Source: an optimization exercise on an open RTL-to-GDS flow (aim: small area and a short achievable clock period). Production flows keep margins and buffers that such runs may drop. At most, simulation tests tie the RTL to the original design; equivalence was not proved. For run 2, only the layout was checked, not whether the RTL still works. No activity file was given, so power comes from the tool's default toggle rates.

## flow/design.v (module list and top-level ports; edited modules follow where they fit)
// module dds_acc_channel: 75 lines
// module dds_add_full: 256 lines
// module dds_add_sum: 244 lines
// module dds_add_top: 156 lines
// module dds_cmp_gt: 73 lines
// module dds_sub_mask: 261 lines
// module dds_pg_n: 11 lines
// module dds_pg_p: 11 lines
// module dds_g_n: 8 lines
// module dds_g_p: 8 lines
// module dds_phase_accumulator_mc: 95 lines
module dds_phase_accumulator_mc #(
  parameter int NUM_CH = 4,
  parameter int ACC_W  = 32,
  parameter int OUT_W  = 12,
  localparam int CH_W  = dds_pkg::ch_width(NUM_CH)
) (
  input  logic                    clock,
  input  logic                    reset,
  input  logic                    enable,
  input  logic                    cfg_valid,
  output logic                    cfg_ready,
  input  logic [CH_W-1:0]         cfg_ch,
  input  logic [1:0]              cfg_sel,
  input  logic [ACC_W-1:0]        cfg_data,
  input  logic                    update,
  input  logic [NUM_CH-1:0]       sync_clear,
  input  logic [NUM_CH-1:0]       sweep_en,
  output logic [NUM_CH*OUT_W-1:0] phase_out,
  output logic [NUM_CH-1:0]       wrap,
  output logic [NUM_CH-1:0]       sweep_done
);
  // ...
==> flow/run.sh <==
#!/bin/bash
# synth_recipe.tcl (not shown) runs the flow's synth.tcl, then flattens the netlist and writes it again
# the make line also repeats each setting of config.mk as NAME=value (left out here)
make -C /OpenROAD-flow-scripts/flow DESIGN_CONFIG=/design/flow/config.mk WORK_HOME=/design/flow/orfs CLKGATE_MAP_FILE= SYNTH_SCRIPT=/design/flow/synth_recipe.tcl finish
==> flow/config.mk <==
export PLATFORM = sky130hd
export DESIGN_NAME = dds_phase_accumulator_mc
export DESIGN_NICKNAME = dds_phase_accumulator_mc
export VERILOG_FILES = /design/flow/design.v
export SDC_FILE = /design/flow/constraint.sdc
export NUM_CORES = 4
export LEC_CHECK = 0
export CAP_MARGIN = 20
export CORE_MARGIN = 2
export CORE_UTILIZATION = 55
export SETUP_SLACK_MARGIN = 3.3
export SLEW_MARGIN = 20
export SYNTH_HIERARCHICAL = 1
==> flow/constraint.sdc <==
create_clock -name core_clock -period 5.8 [get_ports {clock}]
set_input_delay 1.1600 -clock core_clock [delete_from_list [all_inputs] [get_ports {clock}]]
set_output_delay 1.1600 -clock core_clock [all_outputs]
set_load 0.01 [all_outputs]
==> qor.csv, run 1 <==
stage,metric,value,unit
place,placed wire-length estimate,129000,um
finish,Clock Buffer Count,215,
pwr,VDD IR max,0.000347,V
global_route,M1 GR Usage,38.5,%
finish,Signal buffers,445,
place,port bufs,105,
sta,final worst setup slack,3140,ps
global_route,antenna violations before repair,23,
routing,wl on met1,89100,um
pwr,NetSw,0.0120,W
die,io pins,106,
pwr,leakage,35.4,nW
routing,Antenna Nets Post-Route,0,
clocking,register clock-pin slew on the reported worst setup and hold paths,60,ps
finish,Logic inverters,527,
critical_path,CP startpoint,commit_pending$_DFF_PP0_,
sta,final period utilization,45.9,%
sta,Slew headroom,28.8,%
clocking,Max Buffers Root-to-Sink,3,
sta,# setup viols final,0,
sta,Least-Margin Pin Slew,1070,ps
finish,Nets,7767,
routing,DRT Wirelength,209000,um
finish,multi-input combinational area share,46.7,%
synth,synthesized net count,7381,
critical_path,worst r2r path cells,13,
critical_path,WP depth,2,
critical_path,CP Capture Type,output port,
clocking,worst skew pair latency,800,ps
die,initial core utilization,55.2,%
sta,Final Skew,22.6,ps
global_route,Global Route met3 Usage,4.05,%
place,dpl ws,1890,ps
global_route,met2 Resource Use GR,52.0,%
synth,Post-synth ARST share,5.52,%
finish,sequential cells,1359,
status,outcome,finished clean,
synth,xor and xnor area share after synthesis,5.25,%
die,die height,367,um
synth,most numerous cell in the Yosys netlist,nand2_1,
sta,Final Hold Viols,0,
synth,Mapped Area,0.0724,mm2
==> run 2: changes to the inputs <==
==> flow/design.v (replaced) <==
package dds_pkg;
  localparam logic [1:0] CFG_FREQ        = 2'd0;
  localparam logic [1:0] CFG_PHASE_OFS   = 2'd1;
  localparam logic [1:0] CFG_SWEEP_STEP  = 2'd2;
  localparam logic [1:0] CFG_SWEEP_LIMIT = 2'd3;
  function automatic int clog2(input int value);
    int v;
    clog2 = 0;
    for (v = value - 1; v > 0; v = v >> 1) begin
      clog2 = clog2 + 1;
    end
  endfunction
  function automatic int ch_width(input int num_ch);
    ch_width = (clog2(num_ch) < 1) ? 1 : clog2(num_ch);
  endfunction
endpackage
module dds_acc_channel #(
  parameter int ACC_W = 32,
  parameter int OUT_W = 12
) (
  input  logic             clock,
  input  logic             reset,
  input  logic             rst_q,
  input  logic             enable,
  input  logic [3:0]       load,
  input  logic             act_hold,
  input  logic             sync_clear,
  input  logic             sweep_en,
  input  logic [ACC_W-1:0] shadow_freq,
  input  logic [ACC_W-1:0] shadow_ofs,
  input  logic [ACC_W-1:0] shadow_step,
  input  logic [ACC_W-1:0] shadow_limit,
  output logic [OUT_W-1:0] phase,
  output logic             wrap,
  output logic             sweep_done
);
  logic [ACC_W-1:0] freq_act;
  logic [ACC_W-1:0] ofs_act;
  logic [ACC_W-1:0] step_act;
  logic [ACC_W-1:0] limit_act;
  logic [ACC_W-1:0] acc;
  logic [ACC_W:0]   acc_sum;
  logic [ACC_W-1:0] sweep_sum;
  logic [OUT_W-1:0] phase_top;
  dds_add_full u_acc_add (
    .a(acc), .b(freq_act), .sum(acc_sum[ACC_W-1:0]), .cout(acc_sum[ACC_W]));
  dds_add_sum u_sweep_add (
    .a(freq_act), .b(step_act), .sum(sweep_sum));
  dds_add_top u_phase_add (
    .a(acc), .b(ofs_act), .sum(phase_top));
  logic [ACC_W-1:0] cs_x, cs_y, nlim;
  logic             cs_cout;
  logic             over;
  assign nlim   = ~limit_act;
  assign cs_x   = freq_act ^ step_act ^ nlim;
  assign cs_y   = (freq_act & step_act) | (freq_act & nlim) | (step_act & nlim);
  dds_add_cout u_cmp_add (
    .a(cs_x), .b({cs_y[ACC_W-2:0], 1'b0}), .cout(cs_cout));
  assign over   = cs_y[ACC_W-1] | cs_cout;
  logic live, acc_add, acc_hold, sw_run, sw_hold;
  assign live     = ~rst_q;
  assign acc_add  = live & ~sync_clear & enable;
  assign acc_hold = live & ~sync_clear & ~enable;
  assign sw_run   = act_hold & sweep_en & enable & ~sweep_done;
  assign sw_hold  = act_hold & ~(sweep_en & enable & ~sweep_done);
  logic [ACC_W-1:0] sweep_next;
  assign sweep_next = over ? limit_act : sweep_sum;
  always_ff @(posedge clock) begin
    acc       <= ({ACC_W{acc_add}} & acc_sum[ACC_W-1:0]) | ({ACC_W{acc_hold}} & acc);
    ofs_act   <= ({ACC_W{load[1]}} & shadow_ofs)   | ({ACC_W{act_hold}} & ofs_act);
    step_act  <= ({ACC_W{load[2]}} & shadow_step)  | ({ACC_W{act_hold}} & step_act);
    limit_act <= ({ACC_W{load[3]}} & shadow_limit) | ({ACC_W{act_hold}} & limit_act);
    freq_act  <= ({ACC_W{load[0]}} & shadow_freq) | ({ACC_W{sw_run}} & sweep_next) |
                 ({ACC_W{sw_hold}} & freq_act);
  end
  always_ff @(posedge clock or posedge reset) begin
    if (reset) begin
      phase      <= '0;
      wrap       <= 1'b0;
      sweep_done <= 1'b0;
    end else begin
      phase      <= {OUT_W{live}} & phase_top;
      wrap       <= acc_add & acc_sum[ACC_W];
      sweep_done <= act_hold & sweep_en & (sweep_done | (enable & over));
    end
  end
endmodule
module dds_add_full (
  input  logic [31:0] a,
  input  logic [31:0] b,
  output logic [31:0] sum,
  output logic cout
);
  logic [31:0] g0, t0, x;
  dds_l0 u_l0 [31:0] (.a(a), .b(b), .gn(g0), .tn(t0));
  dds_xor u_x [31:0] (.a(a), .b(b), .x(x));
  logic g1_1;
  logic n_g1_1;
  logic g2_2;
  logic g1_3, t1_3;
  logic g2_3;
  logic g3_4;
  logic g1_5, t1_5;
  logic n_g2_3;
  logic g3_5;
  logic n_g1_5;
  logic n_t1_5;
  logic g2_6, t2_6;
  logic g3_6;
  logic g1_7, t1_7;
  logic g2_7, t2_7;
  logic g3_7;
  logic n_g3_7;
  logic g4_8;
  logic g1_9, t1_9;
  logic g4_9;
  logic n_g1_9;
  logic n_t1_9;
  logic g2_10, t2_10;
  logic g4_10;
  logic g1_11, t1_11;
  logic g2_11, t2_11;
  logic g4_11;
  logic g3_12, t3_12;
  logic g4_12;
  logic g1_13, t1_13;
  logic n_g2_11;
  logic n_t2_11;
  logic g3_13, t3_13;
  logic g4_13;
  logic n_g1_13;
  logic n_t1_13;
  logic g2_14, t2_14;
  logic g3_14, t3_14;
  logic g4_14;
  logic g1_15, t1_15;
  logic g2_15, t2_15;
  logic g3_15, t3_15;
  logic g4_15;
  logic g5_16;
  logic g1_17, t1_17;
  logic n_g4_15;
  logic g5_17;
  logic n_g1_17;
  logic n_t1_17;
  logic g2_18, t2_18;
  logic g5_18;
  logic g1_19, t1_19;
  logic g2_19, t2_19;
  logic g5_19;
  logic g3_20, t3_20;
  logic g5_20;
  logic g1_21, t1_21;
  logic n_g2_19;
  logic n_t2_19;
  logic g3_21, t3_21;
  logic g5_21;
  logic n_g1_21;
  logic n_t1_21;
  logic g2_22, t2_22;
  logic g3_22, t3_22;
  logic g5_22;
  logic g1_23, t1_23;
  logic g2_23, t2_23;
  logic g3_23, t3_23;
  logic g5_23;
  logic n_g3_23;
  logic n_t3_23;
  logic g4_24, t4_24;
  logic g5_24;
  logic g1_25, t1_25;
  logic g4_25, t4_25;
  logic g5_25;
  logic n_g1_25;
  logic n_t1_25;
  logic g2_26, t2_26;
  logic g4_26, t4_26;
  logic g5_26;
  logic g1_27, t1_27;
  logic g2_27, t2_27;
  logic g4_27, t4_27;
  logic g5_27;
  logic g3_28, t3_28;
  logic g4_28, t4_28;
  logic g5_28;
  logic g1_29, t1_29;
  logic n_g2_27;
  logic n_t2_27;
  logic g3_29, t3_29;
  logic g4_29, t4_29;
  logic g5_29;
  logic n_g1_29;
  logic n_t1_29;
  logic g2_30, t2_30;
  logic g3_30, t3_30;
  logic g4_30, t4_30;
  logic g5_30;
  logic g1_31, t1_31;
  logic g2_31, t2_31;
  logic g3_31, t3_31;
  logic g4_31, t4_31;
  logic g5_31;
  dds_g_p u1_1 (.gh(g0[1]), .ph(t0[1]), .gl(g0[0]), .g(g1_1));
  assign n_g1_1 = ~g1_1;
  dds_g_p u2_2 (.gh(g0[2]), .ph(t0[2]), .gl(n_g1_1), .g(g2_2));
  dds_pg_p u1_3 (.gh(g0[3]), .ph(t0[3]), .gl(g0[2]), .pl(t0[2]), .g(g1_3), .p(t1_3));
  dds_g_n u2_3 (.gh(g1_3), .ph(t1_3), .gl(g1_1), .g(g2_3));
  dds_g_p u3_4 (.gh(g0[4]), .ph(t0[4]), .gl(g2_3), .g(g3_4));
  dds_pg_p u1_5 (.gh(g0[5]), .ph(t0[5]), .gl(g0[4]), .pl(t0[4]), .g(g1_5), .p(t1_5));
  assign n_g2_3 = ~g2_3;
  dds_g_n u3_5 (.gh(g1_5), .ph(t1_5), .gl(n_g2_3), .g(g3_5));
  assign n_g1_5 = ~g1_5;
  assign n_t1_5 = ~t1_5;
  dds_pg_p u2_6 (.gh(g0[6]), .ph(t0[6]), .gl(n_g1_5), .pl(n_t1_5), .g(g2_6), .p(t2_6));
  dds_g_n u3_6 (.gh(g2_6), .ph(t2_6), .gl(n_g2_3), .g(g3_6));
  dds_pg_p u1_7 (.gh(g0[7]), .ph(t0[7]), .gl(g0[6]), .pl(t0[6]), .g(g1_7), .p(t1_7));
  dds_pg_n u2_7 (.gh(g1_7), .ph(t1_7), .gl(g1_5), .pl(t1_5), .g(g2_7), .p(t2_7));
  dds_g_p u3_7 (.gh(g2_7), .ph(t2_7), .gl(g2_3), .g(g3_7));
  assign n_g3_7 = ~g3_7;
  dds_g_p u4_8 (.gh(g0[8]), .ph(t0[8]), .gl(n_g3_7), .g(g4_8));
  dds_pg_p u1_9 (.gh(g0[9]), .ph(t0[9]), .gl(g0[8]), .pl(t0[8]), .g(g1_9), .p(t1_9));
  dds_g_n u4_9 (.gh(g1_9), .ph(t1_9), .gl(g3_7), .g(g4_9));
  assign n_g1_9 = ~g1_9;
  assign n_t1_9 = ~t1_9;
  dds_pg_p u2_10 (.gh(g0[10]), .ph(t0[10]), .gl(n_g1_9), .pl(n_t1_9), .g(g2_10), .p(t2_10));
  dds_g_n u4_10 (.gh(g2_10), .ph(t2_10), .gl(g3_7), .g(g4_10));
  dds_pg_p u1_11 (.gh(g0[11]), .ph(t0[11]), .gl(g0[10]), .pl(t0[10]), .g(g1_11), .p(t1_11));
  dds_pg_n u2_11 (.gh(g1_11), .ph(t1_11), .gl(g1_9), .pl(t1_9), .g(g2_11), .p(t2_11));
  dds_g_p u4_11 (.gh(g2_11), .ph(t2_11), .gl(n_g3_7), .g(g4_11));
  dds_pg_p u3_12 (.gh(g0[12]), .ph(t0[12]), .gl(g2_11), .pl(t2_11), .g(g3_12), .p(t3_12));
  dds_g_n u4_12 (.gh(g3_12), .ph(t3_12), .gl(g3_7), .g(g4_12));
  dds_pg_p u1_13 (.gh(g0[13]), .ph(t0[13]), .gl(g0[12]), .pl(t0[12]), .g(g1_13), .p(t1_13));
  assign n_g2_11 = ~g2_11;
  assign n_t2_11 = ~t2_11;
  dds_pg_n u3_13 (.gh(g1_13), .ph(t1_13), .gl(n_g2_11), .pl(n_t2_11), .g(g3_13), .p(t3_13));
  dds_g_p u4_13 (.gh(g3_13), .ph(t3_13), .gl(n_g3_7), .g(g4_13));
  assign n_g1_13 = ~g1_13;
  assign n_t1_13 = ~t1_13;
  dds_pg_p u2_14 (.gh(g0[14]), .ph(t0[14]), .gl(n_g1_13), .pl(n_t1_13), .g(g2_14), .p(t2_14));
  dds_pg_n u3_14 (.gh(g2_14), .ph(t2_14), .gl(n_g2_11), .pl(n_t2_11), .g(g3_14), .p(t3_14));
  dds_g_p u4_14 (.gh(g3_14), .ph(t3_14), .gl(n_g3_7), .g(g4_14));
  dds_pg_p u1_15 (.gh(g0[15]), .ph(t0[15]), .gl(g0[14]), .pl(t0[14]), .g(g1_15), .p(t1_15));
  dds_pg_n u2_15 (.gh(g1_15), .ph(t1_15), .gl(g1_13), .pl(t1_13), .g(g2_15), .p(t2_15));
  dds_pg_p u3_15 (.gh(g2_15), .ph(t2_15), .gl(g2_11), .pl(t2_11), .g(g3_15), .p(t3_15));
  dds_g_n u4_15 (.gh(g3_15), .ph(t3_15), .gl(g3_7), .g(g4_15));
  dds_g_p u5_16 (.gh(g0[16]), .ph(t0[16]), .gl(g4_15), .g(g5_16));
  dds_pg_p u1_17 (.gh(g0[17]), .ph(t0[17]), .gl(g0[16]), .pl(t0[16]), .g(g1_17), .p(t1_17));
  assign n_g4_15 = ~g4_15;
  dds_g_n u5_17 (.gh(g1_17), .ph(t1_17), .gl(n_g4_15), .g(g5_17));
  assign n_g1_17 = ~g1_17;
  assign n_t1_17 = ~t1_17;
  dds_pg_p u2_18 (.gh(g0[18]), .ph(t0[18]), .gl(n_g1_17), .pl(n_t1_17), .g(g2_18), .p(t2_18));
  dds_g_n u5_18 (.gh(g2_18), .ph(t2_18), .gl(n_g4_15), .g(g5_18));
  dds_pg_p u1_19 (.gh(g0[19]), .ph(t0[19]), .gl(g0[18]), .pl(t0[18]), .g(g1_19), .p(t1_19));
  dds_pg_n u2_19 (.gh(g1_19), .ph(t1_19), .gl(g1_17), .pl(t1_17), .g(g2_19), .p(t2_19));
  dds_g_p u5_19 (.gh(g2_19), .ph(t2_19), .gl(g4_15), .g(g5_19));
  dds_pg_p u3_20 (.gh(g0[20]), .ph(t0[20]), .gl(g2_19), .pl(t2_19), .g(g3_20), .p(t3_20));
  dds_g_n u5_20 (.gh(g3_20), .ph(t3_20), .gl(n_g4_15), .g(g5_20));
  dds_pg_p u1_21 (.gh(g0[21]), .ph(t0[21]), .gl(g0[20]), .pl(t0[20]), .g(g1_21), .p(t1_21));
  assign n_g2_19 = ~g2_19;
  assign n_t2_19 = ~t2_19;
  dds_pg_n u3_21 (.gh(g1_21), .ph(t1_21), .gl(n_g2_19), .pl(n_t2_19), .g(g3_21), .p(t3_21));
  dds_g_p u5_21 (.gh(g3_21), .ph(t3_21), .gl(g4_15), .g(g5_21));
  assign n_g1_21 = ~g1_21;
  assign n_t1_21 = ~t1_21;
  dds_pg_p u2_22 (.gh(g0[22]), .ph(t0[22]), .gl(n_g1_21), .pl(n_t1_21), .g(g2_22), .p(t2_22));
  dds_pg_n u3_22 (.gh(g2_22), .ph(t2_22), .gl(n_g2_19), .pl(n_t2_19), .g(g3_22), .p(t3_22));
  dds_g_p u5_22 (.gh(g3_22), .ph(t3_22), .gl(g4_15), .g(g5_22));
  dds_pg_p u1_23 (.gh(g0[23]), .ph(t0[23]), .gl(g0[22]), .pl(t0[22]), .g(g1_23), .p(t1_23));
  dds_pg_n u2_23 (.gh(g1_23), .ph(t1_23), .gl(g1_21), .pl(t1_21), .g(g2_23), .p(t2_23));
  dds_pg_p u3_23 (.gh(g2_23), .ph(t2_23), .gl(g2_19), .pl(t2_19), .g(g3_23), .p(t3_23));
  dds_g_n u5_23 (.gh(g3_23), .ph(t3_23), .gl(n_g4_15), .g(g5_23));
  assign n_g3_23 = ~g3_23;
  assign n_t3_23 = ~t3_23;
  dds_pg_p u4_24 (.gh(g0[24]), .ph(t0[24]), .gl(n_g3_23), .pl(n_t3_23), .g(g4_24), .p(t4_24));
  dds_g_n u5_24 (.gh(g4_24), .ph(t4_24), .gl(n_g4_15), .g(g5_24));
  dds_pg_p u1_25 (.gh(g0[25]), .ph(t0[25]), .gl(g0[24]), .pl(t0[24]), .g(g1_25), .p(t1_25));
  dds_pg_n u4_25 (.gh(g1_25), .ph(t1_25), .gl(g3_23), .pl(t3_23), .g(g4_25), .p(t4_25));
  dds_g_p u5_25 (.gh(g4_25), .ph(t4_25), .gl(g4_15), .g(g5_25));
  assign n_g1_25 = ~g1_25;
  assign n_t1_25 = ~t1_25;
  dds_pg_p u2_26 (.gh(g0[26]), .ph(t0[26]), .gl(n_g1_25), .pl(n_t1_25), .g(g2_26), .p(t2_26));
  dds_pg_n u4_26 (.gh(g2_26), .ph(t2_26), .gl(g3_23), .pl(t3_23), .g(g4_26), .p(t4_26));
  dds_g_p u5_26 (.gh(g4_26), .ph(t4_26), .gl(g4_15), .g(g5_26));
  dds_pg_p u1_27 (.gh(g0[27]), .ph(t0[27]), .gl(g0[26]), .pl(t0[26]), .g(g1_27), .p(t1_27));
  dds_pg_n u2_27 (.gh(g1_27), .ph(t1_27), .gl(g1_25), .pl(t1_25), .g(g2_27), .p(t2_27));
  dds_pg_p u4_27 (.gh(g2_27), .ph(t2_27), .gl(n_g3_23), .pl(n_t3_23), .g(g4_27), .p(t4_27));
  dds_g_n u5_27 (.gh(g4_27), .ph(t4_27), .gl(n_g4_15), .g(g5_27));
  dds_pg_p u3_28 (.gh(g0[28]), .ph(t0[28]), .gl(g2_27), .pl(t2_27), .g(g3_28), .p(t3_28));
  dds_pg_n u4_28 (.gh(g3_28), .ph(t3_28), .gl(g3_23), .pl(t3_23), .g(g4_28), .p(t4_28));
  dds_g_p u5_28 (.gh(g4_28), .ph(t4_28), .gl(g4_15), .g(g5_28));
  dds_pg_p u1_29 (.gh(g0[29]), .ph(t0[29]), .gl(g0[28]), .pl(t0[28]), .g(g1_29), .p(t1_29));
  assign n_g2_27 = ~g2_27;
  assign n_t2_27 = ~t2_27;
  dds_pg_n u3_29 (.gh(g1_29), .ph(t1_29), .gl(n_g2_27), .pl(n_t2_27), .g(g3_29), .p(t3_29));
  dds_pg_p u4_29 (.gh(g3_29), .ph(t3_29), .gl(n_g3_23), .pl(n_t3_23), .g(g4_29), .p(t4_29));
  dds_g_n u5_29 (.gh(g4_29), .ph(t4_29), .gl(n_g4_15), .g(g5_29));
  assign n_g1_29 = ~g1_29;
  assign n_t1_29 = ~t1_29;
  dds_pg_p u2_30 (.gh(g0[30]), .ph(t0[30]), .gl(n_g1_29), .pl(n_t1_29), .g(g2_30), .p(t2_30));
  dds_pg_n u3_30 (.gh(g2_30), .ph(t2_30), .gl(n_g2_27), .pl(n_t2_27), .g(g3_30), .p(t3_30));
  dds_pg_p u4_30 (.gh(g3_30), .ph(t3_30), .gl(n_g3_23), .pl(n_t3_23), .g(g4_30), .p(t4_30));
  dds_g_n u5_30 (.gh(g4_30), .ph(t4_30), .gl(n_g4_15), .g(g5_30));
  dds_pg_p u1_31 (.gh(g0[31]), .ph(t0[31]), .gl(g0[30]), .pl(t0[30]), .g(g1_31), .p(t1_31));
  dds_pg_n u2_31 (.gh(g1_31), .ph(t1_31), .gl(g1_29), .pl(t1_29), .g(g2_31), .p(t2_31));
  dds_pg_p u3_31 (.gh(g2_31), .ph(t2_31), .gl(g2_27), .pl(t2_27), .g(g3_31), .p(t3_31));
  dds_pg_n u4_31 (.gh(g3_31), .ph(t3_31), .gl(g3_23), .pl(t3_23), .g(g4_31), .p(t4_31));
  dds_g_p u5_31 (.gh(g4_31), .ph(t4_31), .gl(g4_15), .g(g5_31));
  assign sum[0] = x[0];
  assign sum[1] = ~(x[1] ^ g0[0]);
  assign sum[2] = (x[2] ^ g1_1);
  assign sum[3] = (x[3] ^ g2_2);
  assign sum[4] = ~(x[4] ^ g2_3);
  assign sum[5] = (x[5] ^ g3_4);
  assign sum[6] = ~(x[6] ^ g3_5);
  assign sum[7] = ~(x[7] ^ g3_6);
  assign sum[8] = (x[8] ^ g3_7);
  assign sum[9] = (x[9] ^ g4_8);
  assign sum[10] = ~(x[10] ^ g4_9);
  assign sum[11] = ~(x[11] ^ g4_10);
  assign sum[12] = (x[12] ^ g4_11);
  assign sum[13] = ~(x[13] ^ g4_12);
  assign sum[14] = (x[14] ^ g4_13);
  assign sum[15] = (x[15] ^ g4_14);
  assign sum[16] = ~(x[16] ^ g4_15);
  assign sum[17] = (x[17] ^ g5_16);
  assign sum[18] = ~(x[18] ^ g5_17);
  assign sum[19] = ~(x[19] ^ g5_18);
  assign sum[20] = (x[20] ^ g5_19);
  assign sum[21] = ~(x[21] ^ g5_20);
  assign sum[22] = (x[22] ^ g5_21);
  assign sum[23] = (x[23] ^ g5_22);
  assign sum[24] = ~(x[24] ^ g5_23);
  assign sum[25] = ~(x[25] ^ g5_24);
  assign sum[26] = (x[26] ^ g5_25);
  assign sum[27] = (x[27] ^ g5_26);
  assign sum[28] = ~(x[28] ^ g5_27);
  assign sum[29] = (x[29] ^ g5_28);
  assign sum[30] = ~(x[30] ^ g5_29);
  assign sum[31] = ~(x[31] ^ g5_30);
  assign cout = g5_31;
endmodule
module dds_add_sum (
  input  logic [31:0] a,
  input  logic [31:0] b,
  output logic [31:0] sum
);
  logic [31:0] g0, t0, x;
  dds_l0 u_l0 [31:0] (.a(a), .b(b), .gn(g0), .tn(t0));
  dds_xor u_x [31:0] (.a(a), .b(b), .x(x));
  logic g1_1;
  logic n_g1_1;
  logic g2_2;
  logic g1_3, t1_3;
  logic g2_3;
  logic g3_4;
  logic g1_5, t1_5;
  logic n_g2_3;
  logic g3_5;
  logic n_g1_5;
  logic n_t1_5;
  logic g2_6, t2_6;
  logic g3_6;
  logic g1_7, t1_7;
  logic g2_7, t2_7;
  logic g3_7;
  logic n_g3_7;
  logic g4_8;
  logic g1_9, t1_9;
  logic g4_9;
  logic n_g1_9;
  logic n_t1_9;
  logic g2_10, t2_10;
  logic g4_10;
  logic g1_11, t1_11;
  logic g2_11, t2_11;
  logic g4_11;
  logic g3_12, t3_12;
  logic g4_12;
  logic g1_13, t1_13;
  logic n_g2_11;
  logic n_t2_11;
  logic g3_13, t3_13;
  logic g4_13;
  logic n_g1_13;
  logic n_t1_13;
  logic g2_14, t2_14;
  logic g3_14, t3_14;
  logic g4_14;
  logic g1_15, t1_15;
  logic g2_15, t2_15;
  logic g3_15, t3_15;
  logic g4_15;
  logic g5_16;
  logic g1_17, t1_17;
  logic n_g4_15;
  logic g5_17;
  logic n_g1_17;
  logic n_t1_17;
  logic g2_18, t2_18;
  logic g5_18;
  logic g1_19, t1_19;
  logic g2_19, t2_19;
  logic g5_19;
  logic g3_20, t3_20;
  logic g5_20;
  logic g1_21, t1_21;
  logic n_g2_19;
  logic n_t2_19;
  logic g3_21, t3_21;
  logic g5_21;
  logic n_g1_21;
  logic n_t1_21;
  logic g2_22, t2_22;
  logic g3_22, t3_22;
  logic g5_22;
  logic g1_23, t1_23;
  logic g2_23, t2_23;
  logic g3_23, t3_23;
  logic g5_23;
  logic n_g3_23;
  logic n_t3_23;
  logic g4_24, t4_24;
  logic g5_24;
  logic g1_25, t1_25;
  logic g4_25, t4_25;
  logic g5_25;
  logic n_g1_25;
  logic n_t1_25;
  logic g2_26, t2_26;
  logic g4_26, t4_26;
  logic g5_26;
  logic g1_27, t1_27;
  logic g2_27, t2_27;
  logic g4_27, t4_27;
  logic g5_27;
  logic g3_28, t3_28;
  logic g4_28, t4_28;
  logic g5_28;
  logic g1_29, t1_29;
  logic n_g2_27;
  logic n_t2_27;
  logic g3_29, t3_29;
  logic g4_29, t4_29;
  logic g5_29;
  logic n_g1_29;
  logic n_t1_29;
  logic g2_30, t2_30;
  logic g3_30, t3_30;
  logic g4_30, t4_30;
  logic g5_30;
  dds_g_p u1_1 (.gh(g0[1]), .ph(t0[1]), .gl(g0[0]), .g(g1_1));
  assign n_g1_1 = ~g1_1;
  dds_g_p u2_2 (.gh(g0[2]), .ph(t0[2]), .gl(n_g1_1), .g(g2_2));
  dds_pg_p u1_3 (.gh(g0[3]), .ph(t0[3]), .gl(g0[2]), .pl(t0[2]), .g(g1_3), .p(t1_3));
  dds_g_n u2_3 (.gh(g1_3), .ph(t1_3), .gl(g1_1), .g(g2_3));
  dds_g_p u3_4 (.gh(g0[4]), .ph(t0[4]), .gl(g2_3), .g(g3_4));
  dds_pg_p u1_5 (.gh(g0[5]), .ph(t0[5]), .gl(g0[4]), .pl(t0[4]), .g(g1_5), .p(t1_5));
  assign n_g2_3 = ~g2_3;
  dds_g_n u3_5 (.gh(g1_5), .ph(t1_5), .gl(n_g2_3), .g(g3_5));
  assign n_g1_5 = ~g1_5;
  assign n_t1_5 = ~t1_5;
  dds_pg_p u2_6 (.gh(g0[6]), .ph(t0[6]), .gl(n_g1_5), .pl(n_t1_5), .g(g2_6), .p(t2_6));
  dds_g_n u3_6 (.gh(g2_6), .ph(t2_6), .gl(n_g2_3), .g(g3_6));
  dds_pg_p u1_7 (.gh(g0[7]), .ph(t0[7]), .gl(g0[6]), .pl(t0[6]), .g(g1_7), .p(t1_7));
  dds_pg_n u2_7 (.gh(g1_7), .ph(t1_7), .gl(g1_5), .pl(t1_5), .g(g2_7), .p(t2_7));
  dds_g_p u3_7 (.gh(g2_7), .ph(t2_7), .gl(g2_3), .g(g3_7));
  assign n_g3_7 = ~g3_7;
  dds_g_p u4_8 (.gh(g0[8]), .ph(t0[8]), .gl(n_g3_7), .g(g4_8));
  dds_pg_p u1_9 (.gh(g0[9]), .ph(t0[9]), .gl(g0[8]), .pl(t0[8]), .g(g1_9), .p(t1_9));
  dds_g_n u4_9 (.gh(g1_9), .ph(t1_9), .gl(g3_7), .g(g4_9));
  assign n_g1_9 = ~g1_9;
  assign n_t1_9 = ~t1_9;
  dds_pg_p u2_10 (.gh(g0[10]), .ph(t0[10]), .gl(n_g1_9), .pl(n_t1_9), .g(g2_10), .p(t2_10));
  dds_g_n u4_10 (.gh(g2_10), .ph(t2_10), .gl(g3_7), .g(g4_10));
  dds_pg_p u1_11 (.gh(g0[11]), .ph(t0[11]), .gl(g0[10]), .pl(t0[10]), .g(g1_11), .p(t1_11));
  dds_pg_n u2_11 (.gh(g1_11), .ph(t1_11), .gl(g1_9), .pl(t1_9), .g(g2_11), .p(t2_11));
  dds_g_p u4_11 (.gh(g2_11), .ph(t2_11), .gl(n_g3_7), .g(g4_11));
  dds_pg_p u3_12 (.gh(g0[12]), .ph(t0[12]), .gl(g2_11), .pl(t2_11), .g(g3_12), .p(t3_12));
  dds_g_n u4_12 (.gh(g3_12), .ph(t3_12), .gl(g3_7), .g(g4_12));
  dds_pg_p u1_13 (.gh(g0[13]), .ph(t0[13]), .gl(g0[12]), .pl(t0[12]), .g(g1_13), .p(t1_13));
  assign n_g2_11 = ~g2_11;
  assign n_t2_11 = ~t2_11;
  dds_pg_n u3_13 (.gh(g1_13), .ph(t1_13), .gl(n_g2_11), .pl(n_t2_11), .g(g3_13), .p(t3_13));
  dds_g_p u4_13 (.gh(g3_13), .ph(t3_13), .gl(n_g3_7), .g(g4_13));
  assign n_g1_13 = ~g1_13;
  assign n_t1_13 = ~t1_13;
  dds_pg_p u2_14 (.gh(g0[14]), .ph(t0[14]), .gl(n_g1_13), .pl(n_t1_13), .g(g2_14), .p(t2_14));
  dds_pg_n u3_14 (.gh(g2_14), .ph(t2_14), .gl(n_g2_11), .pl(n_t2_11), .g(g3_14), .p(t3_14));
  dds_g_p u4_14 (.gh(g3_14), .ph(t3_14), .gl(n_g3_7), .g(g4_14));
  dds_pg_p u1_15 (.gh(g0[15]), .ph(t0[15]), .gl(g0[14]), .pl(t0[14]), .g(g1_15), .p(t1_15));
  dds_pg_n u2_15 (.gh(g1_15), .ph(t1_15), .gl(g1_13), .pl(t1_13), .g(g2_15), .p(t2_15));
  dds_pg_p u3_15 (.gh(g2_15), .ph(t2_15), .gl(g2_11), .pl(t2_11), .g(g3_15), .p(t3_15));
  dds_g_n u4_15 (.gh(g3_15), .ph(t3_15), .gl(g3_7), .g(g4_15));
  dds_g_p u5_16 (.gh(g0[16]), .ph(t0[16]), .gl(g4_15), .g(g5_16));
  dds_pg_p u1_17 (.gh(g0[17]), .ph(t0[17]), .gl(g0[16]), .pl(t0[16]), .g(g1_17), .p(t1_17));
  assign n_g4_15 = ~g4_15;
  dds_g_n u5_17 (.gh(g1_17), .ph(t1_17), .gl(n_g4_15), .g(g5_17));
  assign n_g1_17 = ~g1_17;
  assign n_t1_17 = ~t1_17;
  dds_pg_p u2_18 (.gh(g0[18]), .ph(t0[18]), .gl(n_g1_17), .pl(n_t1_17), .g(g2_18), .p(t2_18));
  dds_g_n u5_18 (.gh(g2_18), .ph(t2_18), .gl(n_g4_15), .g(g5_18));
  dds_pg_p u1_19 (.gh(g0[19]), .ph(t0[19]), .gl(g0[18]), .pl(t0[18]), .g(g1_19), .p(t1_19));
  dds_pg_n u2_19 (.gh(g1_19), .ph(t1_19), .gl(g1_17), .pl(t1_17), .g(g2_19), .p(t2_19));
  dds_g_p u5_19 (.gh(g2_19), .ph(t2_19), .gl(g4_15), .g(g5_19));
  dds_pg_p u3_20 (.gh(g0[20]), .ph(t0[20]), .gl(g2_19), .pl(t2_19), .g(g3_20), .p(t3_20));
  dds_g_n u5_20 (.gh(g3_20), .ph(t3_20), .gl(n_g4_15), .g(g5_20));
  dds_pg_p u1_21 (.gh(g0[21]), .ph(t0[21]), .gl(g0[20]), .pl(t0[20]), .g(g1_21), .p(t1_21));
  assign n_g2_19 = ~g2_19;
  assign n_t2_19 = ~t2_19;
  dds_pg_n u3_21 (.gh(g1_21), .ph(t1_21), .gl(n_g2_19), .pl(n_t2_19), .g(g3_21), .p(t3_21));
  dds_g_p u5_21 (.gh(g3_21), .ph(t3_21), .gl(g4_15), .g(g5_21));
  assign n_g1_21 = ~g1_21;
  assign n_t1_21 = ~t1_21;
  dds_pg_p u2_22 (.gh(g0[22]), .ph(t0[22]), .gl(n_g1_21), .pl(n_t1_21), .g(g2_22), .p(t2_22));
  dds_pg_n u3_22 (.gh(g2_22), .ph(t2_22), .gl(n_g2_19), .pl(n_t2_19), .g(g3_22), .p(t3_22));
  dds_g_p u5_22 (.gh(g3_22), .ph(t3_22), .gl(g4_15), .g(g5_22));
  dds_pg_p u1_23 (.gh(g0[23]), .ph(t0[23]), .gl(g0[22]), .pl(t0[22]), .g(g1_23), .p(t1_23));
  dds_pg_n u2_23 (.gh(g1_23), .ph(t1_23), .gl(g1_21), .pl(t1_21), .g(g2_23), .p(t2_23));
  dds_pg_p u3_23 (.gh(g2_23), .ph(t2_23), .gl(g2_19), .pl(t2_19), .g(g3_23), .p(t3_23));
  dds_g_n u5_23 (.gh(g3_23), .ph(t3_23), .gl(n_g4_15), .g(g5_23));
  assign n_g3_23 = ~g3_23;
  assign n_t3_23 = ~t3_23;
  dds_pg_p u4_24 (.gh(g0[24]), .ph(t0[24]), .gl(n_g3_23), .pl(n_t3_23), .g(g4_24), .p(t4_24));
  dds_g_n u5_24 (.gh(g4_24), .ph(t4_24), .gl(n_g4_15), .g(g5_24));
  dds_pg_p u1_25 (.gh(g0[25]), .ph(t0[25]), .gl(g0[24]), .pl(t0[24]), .g(g1_25), .p(t1_25));
  dds_pg_n u4_25 (.gh(g1_25), .ph(t1_25), .gl(g3_23), .pl(t3_23), .g(g4_25), .p(t4_25));
  dds_g_p u5_25 (.gh(g4_25), .ph(t4_25), .gl(g4_15), .g(g5_25));
  assign n_g1_25 = ~g1_25;
  assign n_t1_25 = ~t1_25;
  dds_pg_p u2_26 (.gh(g0[26]), .ph(t0[26]), .gl(n_g1_25), .pl(n_t1_25), .g(g2_26), .p(t2_26));
  dds_pg_n u4_26 (.gh(g2_26), .ph(t2_26), .gl(g3_23), .pl(t3_23), .g(g4_26), .p(t4_26));
  dds_g_p u5_26 (.gh(g4_26), .ph(t4_26), .gl(g4_15), .g(g5_26));
  dds_pg_p u1_27 (.gh(g0[27]), .ph(t0[27]), .gl(g0[26]), .pl(t0[26]), .g(g1_27), .p(t1_27));
  dds_pg_n u2_27 (.gh(g1_27), .ph(t1_27), .gl(g1_25), .pl(t1_25), .g(g2_27), .p(t2_27));
  dds_pg_p u4_27 (.gh(g2_27), .ph(t2_27), .gl(n_g3_23), .pl(n_t3_23), .g(g4_27), .p(t4_27));
  dds_g_n u5_27 (.gh(g4_27), .ph(t4_27), .gl(n_g4_15), .g(g5_27));
  dds_pg_p u3_28 (.gh(g0[28]), .ph(t0[28]), .gl(g2_27), .pl(t2_27), .g(g3_28), .p(t3_28));
  dds_pg_n u4_28 (.gh(g3_28), .ph(t3_28), .gl(g3_23), .pl(t3_23), .g(g4_28), .p(t4_28));
  dds_g_p u5_28 (.gh(g4_28), .ph(t4_28), .gl(g4_15), .g(g5_28));
  dds_pg_p u1_29 (.gh(g0[29]), .ph(t0[29]), .gl(g0[28]), .pl(t0[28]), .g(g1_29), .p(t1_29));
  assign n_g2_27 = ~g2_27;
  assign n_t2_27 = ~t2_27;
  dds_pg_n u3_29 (.gh(g1_29), .ph(t1_29), .gl(n_g2_27), .pl(n_t2_27), .g(g3_29), .p(t3_29));
  dds_pg_p u4_29 (.gh(g3_29), .ph(t3_29), .gl(n_g3_23), .pl(n_t3_23), .g(g4_29), .p(t4_29));
  dds_g_n u5_29 (.gh(g4_29), .ph(t4_29), .gl(n_g4_15), .g(g5_29));
  assign n_g1_29 = ~g1_29;
  assign n_t1_29 = ~t1_29;
  dds_pg_p u2_30 (.gh(g0[30]), .ph(t0[30]), .gl(n_g1_29), .pl(n_t1_29), .g(g2_30), .p(t2_30));
  dds_pg_n u3_30 (.gh(g2_30), .ph(t2_30), .gl(n_g2_27), .pl(n_t2_27), .g(g3_30), .p(t3_30));
  dds_pg_p u4_30 (.gh(g3_30), .ph(t3_30), .gl(n_g3_23), .pl(n_t3_23), .g(g4_30), .p(t4_30));
  dds_g_n u5_30 (.gh(g4_30), .ph(t4_30), .gl(n_g4_15), .g(g5_30));
  assign sum[0] = x[0];
  assign sum[1] = ~(x[1] ^ g0[0]);
  assign sum[2] = (x[2] ^ g1_1);
  assign sum[3] = (x[3] ^ g2_2);
  assign sum[4] = ~(x[4] ^ g2_3);
  assign sum[5] = (x[5] ^ g3_4);
  assign sum[6] = ~(x[6] ^ g3_5);
  assign sum[7] = ~(x[7] ^ g3_6);
  assign sum[8] = (x[8] ^ g3_7);
  assign sum[9] = (x[9] ^ g4_8);
  assign sum[10] = ~(x[10] ^ g4_9);
  assign sum[11] = ~(x[11] ^ g4_10);
  assign sum[12] = (x[12] ^ g4_11);
  assign sum[13] = ~(x[13] ^ g4_12);
  assign sum[14] = (x[14] ^ g4_13);
  assign sum[15] = (x[15] ^ g4_14);
  assign sum[16] = ~(x[16] ^ g4_15);
  assign sum[17] = (x[17] ^ g5_16);
  assign sum[18] = ~(x[18] ^ g5_17);
  assign sum[19] = ~(x[19] ^ g5_18);
  assign sum[20] = (x[20] ^ g5_19);
  assign sum[21] = ~(x[21] ^ g5_20);
  assign sum[22] = (x[22] ^ g5_21);
  assign sum[23] = (x[23] ^ g5_22);
  assign sum[24] = ~(x[24] ^ g5_23);
  assign sum[25] = ~(x[25] ^ g5_24);
  assign sum[26] = (x[26] ^ g5_25);
  assign sum[27] = (x[27] ^ g5_26);
  assign sum[28] = ~(x[28] ^ g5_27);
  assign sum[29] = (x[29] ^ g5_28);
  assign sum[30] = ~(x[30] ^ g5_29);
  assign sum[31] = ~(x[31] ^ g5_30);
endmodule
module dds_add_top (
  input  logic [31:0] a,
  input  logic [31:0] b,
  output logic [31:20] sum
);
  logic [31:0] g0, t0, x;
  assign g0 = a & b;
  assign x  = a ^ b;
  assign t0 = x;
  logic g1_19, t1_19;
  logic g1_17, t1_17;
  logic g2_19, t2_19;
  logic g1_15, t1_15;
  logic g1_13, t1_13;
  logic g2_15, t2_15;
  logic g1_11, t1_11;
  logic g1_9, t1_9;
  logic g2_11, t2_11;
  logic g3_15, t3_15;
  logic g1_7, t1_7;
  logic g1_5, t1_5;
  logic g2_7, t2_7;
  logic g1_3, t1_3;
  logic g1_1;
  logic g2_3;
  logic g3_7;
  logic g4_15;
  logic g5_19;
  logic g3_20, t3_20;
  logic n_g4_15;
  logic g5_20;
  logic g1_21, t1_21;
  logic n_g2_19;
  logic n_t2_19;
  logic g3_21, t3_21;
  logic g5_21;
  logic n_g1_21;
  logic n_t1_21;
  logic g2_22, t2_22;
  logic g3_22, t3_22;
  logic g5_22;
  logic g1_23, t1_23;
  logic g2_23, t2_23;
  logic g3_23, t3_23;
  logic g5_23;
  logic n_g3_23;
  logic n_t3_23;
  logic g4_24, t4_24;
  logic g5_24;
  logic g1_25, t1_25;
  logic g4_25, t4_25;
  logic g5_25;
  logic n_g1_25;
  logic n_t1_25;
  logic g2_26, t2_26;
  logic g4_26, t4_26;
  logic g5_26;
  logic g1_27, t1_27;
  logic g2_27, t2_27;
  logic g4_27, t4_27;
  logic g5_27;
  logic g3_28, t3_28;
  logic g4_28, t4_28;
  logic g5_28;
  logic g1_29, t1_29;
  logic n_g2_27;
  logic n_t2_27;
  logic g3_29, t3_29;
  logic g4_29, t4_29;
  logic g5_29;
  logic n_g1_29;
  logic n_t1_29;
  logic g2_30, t2_30;
  logic g3_30, t3_30;
  logic g4_30, t4_30;
  logic g5_30;
  dds_pg_n u1_19 (.gh(g0[19]), .ph(t0[19]), .gl(g0[18]), .pl(t0[18]), .g(g1_19), .p(t1_19));
  dds_pg_n u1_17 (.gh(g0[17]), .ph(t0[17]), .gl(g0[16]), .pl(t0[16]), .g(g1_17), .p(t1_17));
  dds_pg_p u2_19 (.gh(g1_19), .ph(t1_19), .gl(g1_17), .pl(t1_17), .g(g2_19), .p(t2_19));
  dds_pg_n u1_15 (.gh(g0[15]), .ph(t0[15]), .gl(g0[14]), .pl(t0[14]), .g(g1_15), .p(t1_15));
  dds_pg_n u1_13 (.gh(g0[13]), .ph(t0[13]), .gl(g0[12]), .pl(t0[12]), .g(g1_13), .p(t1_13));
  dds_pg_p u2_15 (.gh(g1_15), .ph(t1_15), .gl(g1_13), .pl(t1_13), .g(g2_15), .p(t2_15));
  dds_pg_n u1_11 (.gh(g0[11]), .ph(t0[11]), .gl(g0[10]), .pl(t0[10]), .g(g1_11), .p(t1_11));
  dds_pg_n u1_9 (.gh(g0[9]), .ph(t0[9]), .gl(g0[8]), .pl(t0[8]), .g(g1_9), .p(t1_9));
  dds_pg_p u2_11 (.gh(g1_11), .ph(t1_11), .gl(g1_9), .pl(t1_9), .g(g2_11), .p(t2_11));
  dds_pg_n u3_15 (.gh(g2_15), .ph(t2_15), .gl(g2_11), .pl(t2_11), .g(g3_15), .p(t3_15));
  dds_pg_n u1_7 (.gh(g0[7]), .ph(t0[7]), .gl(g0[6]), .pl(t0[6]), .g(g1_7), .p(t1_7));
  dds_pg_n u1_5 (.gh(g0[5]), .ph(t0[5]), .gl(g0[4]), .pl(t0[4]), .g(g1_5), .p(t1_5));
  dds_pg_p u2_7 (.gh(g1_7), .ph(t1_7), .gl(g1_5), .pl(t1_5), .g(g2_7), .p(t2_7));
  dds_pg_n u1_3 (.gh(g0[3]), .ph(t0[3]), .gl(g0[2]), .pl(t0[2]), .g(g1_3), .p(t1_3));
  dds_g_n u1_1 (.gh(g0[1]), .ph(t0[1]), .gl(g0[0]), .g(g1_1));
  dds_g_p u2_3 (.gh(g1_3), .ph(t1_3), .gl(g1_1), .g(g2_3));
  dds_g_n u3_7 (.gh(g2_7), .ph(t2_7), .gl(g2_3), .g(g3_7));
  dds_g_p u4_15 (.gh(g3_15), .ph(t3_15), .gl(g3_7), .g(g4_15));
  dds_g_n u5_19 (.gh(g2_19), .ph(t2_19), .gl(g4_15), .g(g5_19));
  dds_pg_n u3_20 (.gh(g0[20]), .ph(t0[20]), .gl(g2_19), .pl(t2_19), .g(g3_20), .p(t3_20));
  assign n_g4_15 = ~g4_15;
  dds_g_p u5_20 (.gh(g3_20), .ph(t3_20), .gl(n_g4_15), .g(g5_20));
  dds_pg_n u1_21 (.gh(g0[21]), .ph(t0[21]), .gl(g0[20]), .pl(t0[20]), .g(g1_21), .p(t1_21));
  assign n_g2_19 = ~g2_19;
  assign n_t2_19 = ~t2_19;
  dds_pg_p u3_21 (.gh(g1_21), .ph(t1_21), .gl(n_g2_19), .pl(n_t2_19), .g(g3_21), .p(t3_21));
  dds_g_n u5_21 (.gh(g3_21), .ph(t3_21), .gl(g4_15), .g(g5_21));
  assign n_g1_21 = ~g1_21;
  assign n_t1_21 = ~t1_21;
  dds_pg_n u2_22 (.gh(g0[22]), .ph(t0[22]), .gl(n_g1_21), .pl(n_t1_21), .g(g2_22), .p(t2_22));
  dds_pg_p u3_22 (.gh(g2_22), .ph(t2_22), .gl(n_g2_19), .pl(n_t2_19), .g(g3_22), .p(t3_22));
  dds_g_n u5_22 (.gh(g3_22), .ph(t3_22), .gl(g4_15), .g(g5_22));
  dds_pg_n u1_23 (.gh(g0[23]), .ph(t0[23]), .gl(g0[22]), .pl(t0[22]), .g(g1_23), .p(t1_23));
  dds_pg_p u2_23 (.gh(g1_23), .ph(t1_23), .gl(g1_21), .pl(t1_21), .g(g2_23), .p(t2_23));
  dds_pg_n u3_23 (.gh(g2_23), .ph(t2_23), .gl(g2_19), .pl(t2_19), .g(g3_23), .p(t3_23));
  dds_g_p u5_23 (.gh(g3_23), .ph(t3_23), .gl(n_g4_15), .g(g5_23));
  assign n_g3_23 = ~g3_23;
  assign n_t3_23 = ~t3_23;
  dds_pg_n u4_24 (.gh(g0[24]), .ph(t0[24]), .gl(n_g3_23), .pl(n_t3_23), .g(g4_24), .p(t4_24));
  dds_g_p u5_24 (.gh(g4_24), .ph(t4_24), .gl(n_g4_15), .g(g5_24));
  dds_pg_n u1_25 (.gh(g0[25]), .ph(t0[25]), .gl(g0[24]), .pl(t0[24]), .g(g1_25), .p(t1_25));
  dds_pg_p u4_25 (.gh(g1_25), .ph(t1_25), .gl(g3_23), .pl(t3_23), .g(g4_25), .p(t4_25));
  dds_g_n u5_25 (.gh(g4_25), .ph(t4_25), .gl(g4_15), .g(g5_25));
  assign n_g1_25 = ~g1_25;
  assign n_t1_25 = ~t1_25;
  dds_pg_n u2_26 (.gh(g0[26]), .ph(t0[26]), .gl(n_g1_25), .pl(n_t1_25), .g(g2_26), .p(t2_26));
  dds_pg_p u4_26 (.gh(g2_26), .ph(t2_26), .gl(g3_23), .pl(t3_23), .g(g4_26), .p(t4_26));
  dds_g_n u5_26 (.gh(g4_26), .ph(t4_26), .gl(g4_15), .g(g5_26));
  dds_pg_n u1_27 (.gh(g0[27]), .ph(t0[27]), .gl(g0[26]), .pl(t0[26]), .g(g1_27), .p(t1_27));
  dds_pg_p u2_27 (.gh(g1_27), .ph(t1_27), .gl(g1_25), .pl(t1_25), .g(g2_27), .p(t2_27));
  dds_pg_n u4_27 (.gh(g2_27), .ph(t2_27), .gl(n_g3_23), .pl(n_t3_23), .g(g4_27), .p(t4_27));
  dds_g_p u5_27 (.gh(g4_27), .ph(t4_27), .gl(n_g4_15), .g(g5_27));
  dds_pg_n u3_28 (.gh(g0[28]), .ph(t0[28]), .gl(g2_27), .pl(t2_27), .g(g3_28), .p(t3_28));
  dds_pg_p u4_28 (.gh(g3_28), .ph(t3_28), .gl(g3_23), .pl(t3_23), .g(g4_28), .p(t4_28));
  dds_g_n u5_28 (.gh(g4_28), .ph(t4_28), .gl(g4_15), .g(g5_28));
  dds_pg_n u1_29 (.gh(g0[29]), .ph(t0[29]), .gl(g0[28]), .pl(t0[28]), .g(g1_29), .p(t1_29));
  assign n_g2_27 = ~g2_27;
  assign n_t2_27 = ~t2_27;
  dds_pg_p u3_29 (.gh(g1_29), .ph(t1_29), .gl(n_g2_27), .pl(n_t2_27), .g(g3_29), .p(t3_29));
  dds_pg_n u4_29 (.gh(g3_29), .ph(t3_29), .gl(n_g3_23), .pl(n_t3_23), .g(g4_29), .p(t4_29));
  dds_g_p u5_29 (.gh(g4_29), .ph(t4_29), .gl(n_g4_15), .g(g5_29));
  assign n_g1_29 = ~g1_29;
  assign n_t1_29 = ~t1_29;
  dds_pg_n u2_30 (.gh(g0[30]), .ph(t0[30]), .gl(n_g1_29), .pl(n_t1_29), .g(g2_30), .p(t2_30));
  dds_pg_p u3_30 (.gh(g2_30), .ph(t2_30), .gl(n_g2_27), .pl(n_t2_27), .g(g3_30), .p(t3_30));
  dds_pg_n u4_30 (.gh(g3_30), .ph(t3_30), .gl(n_g3_23), .pl(n_t3_23), .g(g4_30), .p(t4_30));
  dds_g_p u5_30 (.gh(g4_30), .ph(t4_30), .gl(n_g4_15), .g(g5_30));
  assign sum[20] = ~(x[20] ^ g5_19);
  assign sum[21] = (x[21] ^ g5_20);
  assign sum[22] = ~(x[22] ^ g5_21);
  assign sum[23] = ~(x[23] ^ g5_22);
  assign sum[24] = (x[24] ^ g5_23);
  assign sum[25] = (x[25] ^ g5_24);
  assign sum[26] = ~(x[26] ^ g5_25);
  assign sum[27] = ~(x[27] ^ g5_26);
  assign sum[28] = (x[28] ^ g5_27);
  assign sum[29] = ~(x[29] ^ g5_28);
  assign sum[30] = (x[30] ^ g5_29);
  assign sum[31] = (x[31] ^ g5_30);
endmodule
module dds_add_cout (
  input  logic [31:0] a,
  input  logic [31:0] b,
  output logic cout
);
  logic [31:0] g0, t0, x;
  dds_l0 u_l0 [31:0] (.a(a), .b(b), .gn(g0), .tn(t0));
  assign x = '0;
  logic g1_31, t1_31;
  logic g1_29, t1_29;
  logic g2_31, t2_31;
  logic g1_27, t1_27;
  logic g1_25, t1_25;
  logic g2_27, t2_27;
  logic g3_31, t3_31;
  logic g1_23, t1_23;
  logic g1_21, t1_21;
  logic g2_23, t2_23;
  logic g1_19, t1_19;
  logic g1_17, t1_17;
  logic g2_19, t2_19;
  logic g3_23, t3_23;
  logic g4_31, t4_31;
  logic g1_15, t1_15;
  logic g1_13, t1_13;
  logic g2_15, t2_15;
  logic g1_11, t1_11;
  logic g1_9, t1_9;
  logic g2_11, t2_11;
  logic g3_15, t3_15;
  logic g1_7, t1_7;
  logic g1_5, t1_5;
  logic g2_7, t2_7;
  logic g1_3, t1_3;
  logic g1_1;
  logic g2_3;
  logic g3_7;
  logic g4_15;
  logic g5_31;
  dds_pg_p u1_31 (.gh(g0[31]), .ph(t0[31]), .gl(g0[30]), .pl(t0[30]), .g(g1_31), .p(t1_31));
  dds_pg_p u1_29 (.gh(g0[29]), .ph(t0[29]), .gl(g0[28]), .pl(t0[28]), .g(g1_29), .p(t1_29));
  dds_pg_n u2_31 (.gh(g1_31), .ph(t1_31), .gl(g1_29), .pl(t1_29), .g(g2_31), .p(t2_31));
  dds_pg_p u1_27 (.gh(g0[27]), .ph(t0[27]), .gl(g0[26]), .pl(t0[26]), .g(g1_27), .p(t1_27));
  dds_pg_p u1_25 (.gh(g0[25]), .ph(t0[25]), .gl(g0[24]), .pl(t0[24]), .g(g1_25), .p(t1_25));
  dds_pg_n u2_27 (.gh(g1_27), .ph(t1_27), .gl(g1_25), .pl(t1_25), .g(g2_27), .p(t2_27));
  dds_pg_p u3_31 (.gh(g2_31), .ph(t2_31), .gl(g2_27), .pl(t2_27), .g(g3_31), .p(t3_31));
  dds_pg_p u1_23 (.gh(g0[23]), .ph(t0[23]), .gl(g0[22]), .pl(t0[22]), .g(g1_23), .p(t1_23));
  dds_pg_p u1_21 (.gh(g0[21]), .ph(t0[21]), .gl(g0[20]), .pl(t0[20]), .g(g1_21), .p(t1_21));
  dds_pg_n u2_23 (.gh(g1_23), .ph(t1_23), .gl(g1_21), .pl(t1_21), .g(g2_23), .p(t2_23));
  dds_pg_p u1_19 (.gh(g0[19]), .ph(t0[19]), .gl(g0[18]), .pl(t0[18]), .g(g1_19), .p(t1_19));
  dds_pg_p u1_17 (.gh(g0[17]), .ph(t0[17]), .gl(g0[16]), .pl(t0[16]), .g(g1_17), .p(t1_17));
  dds_pg_n u2_19 (.gh(g1_19), .ph(t1_19), .gl(g1_17), .pl(t1_17), .g(g2_19), .p(t2_19));
  dds_pg_p u3_23 (.gh(g2_23), .ph(t2_23), .gl(g2_19), .pl(t2_19), .g(g3_23), .p(t3_23));
  dds_pg_n u4_31 (.gh(g3_31), .ph(t3_31), .gl(g3_23), .pl(t3_23), .g(g4_31), .p(t4_31));
  dds_pg_p u1_15 (.gh(g0[15]), .ph(t0[15]), .gl(g0[14]), .pl(t0[14]), .g(g1_15), .p(t1_15));
  dds_pg_p u1_13 (.gh(g0[13]), .ph(t0[13]), .gl(g0[12]), .pl(t0[12]), .g(g1_13), .p(t1_13));
  dds_pg_n u2_15 (.gh(g1_15), .ph(t1_15), .gl(g1_13), .pl(t1_13), .g(g2_15), .p(t2_15));
  dds_pg_p u1_11 (.gh(g0[11]), .ph(t0[11]), .gl(g0[10]), .pl(t0[10]), .g(g1_11), .p(t1_11));
  dds_pg_p u1_9 (.gh(g0[9]), .ph(t0[9]), .gl(g0[8]), .pl(t0[8]), .g(g1_9), .p(t1_9));
  dds_pg_n u2_11 (.gh(g1_11), .ph(t1_11), .gl(g1_9), .pl(t1_9), .g(g2_11), .p(t2_11));
  dds_pg_p u3_15 (.gh(g2_15), .ph(t2_15), .gl(g2_11), .pl(t2_11), .g(g3_15), .p(t3_15));
  dds_pg_p u1_7 (.gh(g0[7]), .ph(t0[7]), .gl(g0[6]), .pl(t0[6]), .g(g1_7), .p(t1_7));
  dds_pg_p u1_5 (.gh(g0[5]), .ph(t0[5]), .gl(g0[4]), .pl(t0[4]), .g(g1_5), .p(t1_5));
  dds_pg_n u2_7 (.gh(g1_7), .ph(t1_7), .gl(g1_5), .pl(t1_5), .g(g2_7), .p(t2_7));
  dds_pg_p u1_3 (.gh(g0[3]), .ph(t0[3]), .gl(g0[2]), .pl(t0[2]), .g(g1_3), .p(t1_3));
  dds_g_p u1_1 (.gh(g0[1]), .ph(t0[1]), .gl(g0[0]), .g(g1_1));
  dds_g_n u2_3 (.gh(g1_3), .ph(t1_3), .gl(g1_1), .g(g2_3));
  dds_g_p u3_7 (.gh(g2_7), .ph(t2_7), .gl(g2_3), .g(g3_7));
  dds_g_n u4_15 (.gh(g3_15), .ph(t3_15), .gl(g3_7), .g(g4_15));
  dds_g_p u5_31 (.gh(g4_31), .ph(t4_31), .gl(g4_15), .g(g5_31));
  assign cout = g5_31;
endmodule
module dds_pg_n (
  input  logic gh,
  input  logic ph,
  input  logic gl,
  input  logic pl,
  output logic g,
  output logic p
);
  assign g = ~(gh | (ph & gl));
  assign p = ~(ph & pl);
endmodule
module dds_pg_p (
  input  logic gh,
  input  logic ph,
  input  logic gl,
  input  logic pl,
  output logic g,
  output logic p
);
  assign g = ~(gh & (ph | gl));
  assign p = ~(ph | pl);
endmodule
module dds_g_n (
  input  logic gh,
  input  logic ph,
  input  logic gl,
  output logic g
);
  assign g = ~(gh | (ph & gl));
endmodule
module dds_g_p (
  input  logic gh,
  input  logic ph,
  input  logic gl,
  output logic g
);
  assign g = ~(gh & (ph | gl));
endmodule
module dds_l0 (
  input  logic a,
  input  logic b,
  output logic gn,
  output logic tn
);
  assign gn = ~(a & b);
  assign tn = ~(a | b);
endmodule
module dds_xor (
  input  logic a,
  input  logic b,
  output logic x
);
  assign x = a ^ b;
endmodule
module dds_phase_accumulator_mc #(
  parameter int NUM_CH = 4,
  parameter int ACC_W  = 32,
  parameter int OUT_W  = 12,
  localparam int CH_W  = dds_pkg::ch_width(NUM_CH)
) (
  input  logic                    clock,
  input  logic                    reset,
  input  logic                    enable,
  input  logic                    cfg_valid,
  output logic                    cfg_ready,
  input  logic [CH_W-1:0]         cfg_ch,
  input  logic [1:0]              cfg_sel,
  input  logic [ACC_W-1:0]        cfg_data,
  input  logic                    update,
  input  logic [NUM_CH-1:0]       sync_clear,
  input  logic [NUM_CH-1:0]       sweep_en,
  output logic [NUM_CH*OUT_W-1:0] phase_out,
  output logic [NUM_CH-1:0]       wrap,
  output logic [NUM_CH-1:0]       sweep_done
);
  logic commit_pending;
  logic rst_q;
  logic act_hold;
  assign cfg_ready = ~commit_pending;
  always_ff @(posedge clock or posedge reset) begin
    if (reset) begin
      commit_pending <= 1'b0;
    end else begin
      commit_pending <= ~commit_pending & update;
    end
  end
  always_ff @(posedge clock or posedge reset) begin
    if (reset) begin
      act_hold <= 1'b0;
    end else begin
      act_hold <= ~(~commit_pending & update);
    end
  end
  always_ff @(posedge clock or posedge reset) begin
    if (reset) begin
      rst_q <= 1'b1;
    end else begin
      rst_q <= 1'b0;
    end
  end
  for (genvar c = 0; c < NUM_CH; c++) begin : g_ch
    logic [ACC_W-1:0] sh_freq;
    logic [ACC_W-1:0] sh_ofs;
    logic [ACC_W-1:0] sh_step;
    logic [ACC_W-1:0] sh_limit;
    logic             wr_hit;
    logic [3:0]       wr, sh_valid, load;
    assign wr_hit = cfg_valid && cfg_ready && (cfg_ch == CH_W'(c));
    for (genvar s = 0; s < 4; s++) begin : g_sel
      assign wr[s]   = wr_hit & (cfg_sel == 2'(s));
    end
    always_ff @(posedge clock or posedge reset) begin
      if (reset) begin
        sh_valid <= '0;
      end else begin
        sh_valid <= sh_valid | wr;
      end
    end
    always_ff @(posedge clock) begin
      if (wr[dds_pkg::CFG_FREQ])        sh_freq  <= cfg_data;
      if (wr[dds_pkg::CFG_PHASE_OFS])   sh_ofs   <= cfg_data;
      if (wr[dds_pkg::CFG_SWEEP_STEP])  sh_step  <= cfg_data;
      if (wr[dds_pkg::CFG_SWEEP_LIMIT]) sh_limit <= cfg_data;
    end
    assign load = {4{commit_pending}} & sh_valid;
    dds_acc_channel #(
      .ACC_W(ACC_W),
      .OUT_W(OUT_W)
    ) u_ch (
      .clock       (clock),
      .reset       (reset),
      .rst_q       (rst_q),
      .enable      (enable),
      .load        (load),
      .act_hold    (act_hold),
      .sync_clear  (sync_clear[c]),
      .sweep_en    (sweep_en[c]),
      .shadow_freq (sh_freq),
      .shadow_ofs  (sh_ofs),
      .shadow_step (sh_step),
      .shadow_limit(sh_limit),
      .phase       (phase_out[c*OUT_W +: OUT_W]),
      .wrap        (wrap[c]),
      .sweep_done  (sweep_done[c])
    );
  end
endmodule
==> flow/config.mk (replaced) <==
export PLATFORM = sky130hd
export DESIGN_NAME = dds_phase_accumulator_mc
export DESIGN_NICKNAME = dds_phase_accumulator_mc
export VERILOG_FILES = /design/flow/design.v
export SDC_FILE = /design/flow/constraint.sdc
export NUM_CORES = 4
export LEC_CHECK = 0
export CAP_MARGIN = 20
export CORE_MARGIN = 2
export CORE_UTILIZATION = 55
export SETUP_SLACK_MARGIN = 3.0
export SLEW_MARGIN = 20
export SYNTH_HIERARCHICAL = 1
==> qor.csv, run 2 <==
stage,metric,value,unit,change
die,Die Area,0.120,mm2,
critical_path,worst r2r path cells,4,,-9
global_route,vias in the first global route,43732,,
routing,DR iter-0 viols,3187,,
critical_path,R2R setup slack,2970,ps,
clocking,CTS Hold Bufs,0,,
sta,FMAX,321,MHz,
sta,RSZ-0062 raised after global routing,yes,,
status,outcome,finished clean,,
routing,total number of vias,45560,,
sta,final worst setup slack,2680,ps,-459 ps
synth,synth warn,8,,
synth,synthesized net count,6673,,-9.6%
critical_path,"Worst Path Class, Setup",input pin to flip-flop,,
finish,"most common cell after layout, fill and taps aside",inv_1,,
place,port bufs,105,,unchanged
sta,final period utilization,53.8,%,+7.9 points
place,placed wire-length estimate,105000,um,-18%
critical_path,CP startpoint,cfg_ch[1],,
place,dpl ws,1790,ps,-98.6 ps
routing,via/cell ratio,5.54,,
critical_path,"Req. time, crit path",6250,ps,
critical_path,"Max stage delay cell, worst path",nor2_4,,
routing,DRT Wirelength,165000,um,-21%
routing,Wirelength per Cell,20.1,um,
global_route,global route overflow,0,,
clocking,clk sinks,1227,,
pwr,Final Power,0.0310,W,
sta,TNS Setup,0,ps,
pwr,leakage,30.1,nW,-15%
critical_path,Reg-to-Reg Start,commit_pending$_DFF_PP0_,,
clocking,H-tree depth,4,,
sta,Max Slew Vio Count,0,,
finish,most frequent cells in the layout,"inv_1, nor2_1, nand2_1",,
synth,Synth Area per Inst,10.1,um2,
critical_path,critical path capture point,g_ch[1].sh_step[12]$_DFFE_PP_,,
critical_path,largest fanout on the critical path,24,,
finish,final cell count without fillers,8226,,
sta,Slew headroom,26.2,%,-2.6 points
critical_path,"delay-heaviest family, CP",simple AND/OR/NAND/NOR gates,,
clocking,CTS Buf Count,137,,
global_route,GRT Util Overall,27.3,%,
sta,# setup viols final,0,,unchanged
critical_path,Startpoint Class,input pin,,
critical_path,"Cell Chain, Critical Path",clkdlybuf4s50_1 -> nand4bb_1 -> nor2_4 -> buf_4,,
global_route,largest net degree at the start of global routing,173,,
place,Final GP Congestion,0.814,,
run,# Max-Cap Violations,0,,
die,row cnt,125,,
critical_path,Worst Path Buf+Inv,2,,
clocking,worst skew pair latency,760,ps,-40 ps
sta,worst hold slack,438,ps,
clocking,CTS tree,yes,,
routing,DR pass1 iterations,5,,
sta,Least-Margin Pin Slew,1100,ps,+35.9 ps
sta,Final Skew,23.7,ps,+1.06 ps
critical_path,Worst Path Arrival,3570,ps,
place,dpl cells,7903,,
critical_path,CP peak stage delay,970,ps,
die,die height,346,um,-5.6%
die,Core Region,0.116,mm2,
synth,Mapped Area,0.0644,mm2,-11%
pwr,PD cells,424,mW/mm2,
finish,Layout area overhead,13.4,%,
pwr,VDD IR max,0.000340,V,-2.0%
die,initial core utilization,55.5,%,+0.21 points
critical_path,RR Endpoint,g_ch[3].sh_limit[17]$_DFFE_PP_,,
die,DIE WIDTH,346,um,
clocking,register clock-pin slew on the reported worst setup and hold paths,60,ps,about the same
critical_path,CP Capture Type,flip-flop,,
global_route,global-route wire length before repair,254000,um,
clocking,clk root buf,clkbuf_16,,
critical_path,WP depth,4,,+2
routing,Residual DRC,0,,
hold_path,Min-Delay Path Class,flip-flop to flip-flop,,
sta,Final Hold Viols,0,,unchanged
finish,Nets,6875,,-11%
clocking,Max Buffers Root-to-Sink,3,,unchanged
sta,Tmin final,3120,ps,
finish,fraction of layout cells with a size suffix above 1,20.6,%,
die,io pins,106,,unchanged
global_route,antenna violations before repair,23,,unchanged
synth,Synth Instances,6376,,
routing,Antenna Nets Post-Route,0,,unchanged
-- run 2: timing repair --
item | 4_1_cts | 5_1_grt
pin swaps | 12 | 17
hold endpoints to repair | 0 | 0
buffers inserted | 20 | 28
gates resized for setup | 131 | 209
gates cloned | 2 | 4
endpoints found under the setup margin | 616 | 423
-- run 2: worst min path at each step --
stage	startpoint	end	slack, ps	cells after the start
after global placement	g_ch[1].sh_freq[30]$_DFFE_PP_	g_ch[1].u_ch.freq_act[30]$_DFF_P_	430	2
after global routing	g_ch[3].sh_limit[11]$_DFFE_PP_	g_ch[3].u_ch.limit_act[11]$_DFF_P_	450	1
after detailed placement	g_ch[1].sh_freq[25]$_DFFE_PP_	g_ch[1].u_ch.freq_act[25]$_DFF_P_	440	2
final	g_ch[3].sh_limit[5]$_DFFE_PP_	g_ch[3].u_ch.limit_act[5]$_DFF_P_	440	1
after floorplan	g_ch[0].sh_freq[0]$_DFFE_PP_	g_ch[0].u_ch.freq_act[0]$_DFF_P_	430	2
after CTS	g_ch[3].sh_limit[0]$_DFFE_PP_	g_ch[3].u_ch.limit_act[0]$_DFF_P_	440	1
-- run 2: routing by layer --
layer  wire [um]  global-route usage [%]  share of wire [%]  vias to the layer above
met4        4810                    8.79                2.9                        0
met3        9560                    3.77                5.8                      242
met2       76900                    44.8                 47                     1053
li1            -                       -                  -                    22243
met1       74000                    37.3                 45                    22022
met5           0                       0                  0                        -
-- run 2: final cells by class --
type | instances | area, um2
Inverter | 775 | 2940
Tap cell | 1524 | 1910
Timing Repair Buffer | 249 | 2450
Clock inverter | 50 | 479
Fill cell | 9553 | 43100
Antenna cell | 8 | 20.0
Clock buffer | 205 | 3960
Sequential cell | 1227 | 30400
Multi-Input combinational cell | 4188 | 30900
-- run 2: stage by stage --
step | instance area, um2 | utilization (%)
floorplan | 64400 | -
global placement | 67200 | 57.9
detailed placement | 67200 | 57.9
CTS | 72000 | 62.1
global route | 73000 | 62.9
finish | 73000 | 62.9
-- run 2: report_power, final --
group          switching [W]  leakage (nW)  internal, W
clock network        0.00358          2.16      0.00505
logic                0.00616          17.0      0.00457
registers            0.00149          10.9       0.0101

## what the ideal ports hide
No port has a modelled driver above. Below, the same layouts with a new extraction and two added sets of constraints.
Step 1 sets driving cells, clkbuf_16 on the clock port and buf_2 on the other inputs (assumed; they add their load-dependent delay and slew).
Step 2, shift: input delay + t, output delay - t, t = (earliest + latest rising clock arrival at the registers) / 2. This alone moves slack from input paths to output paths.
Slacks: no drivers / after step 1 / after step 2; pairs: no drivers / after step 1.
run	shift t [ns]	setup WS [ns]	cell pins on the clock port's net
run 1	0.857	3.141 / 3.065 / 2.324	1
run 2	0.818	2.681 / 2.581 / 1.763	1
After both steps setup and hold are still met in every run listed. For run 2, which loses most, drivers alone change the setup slack by -0.100 ns; drivers and shift together by -0.918 ns.
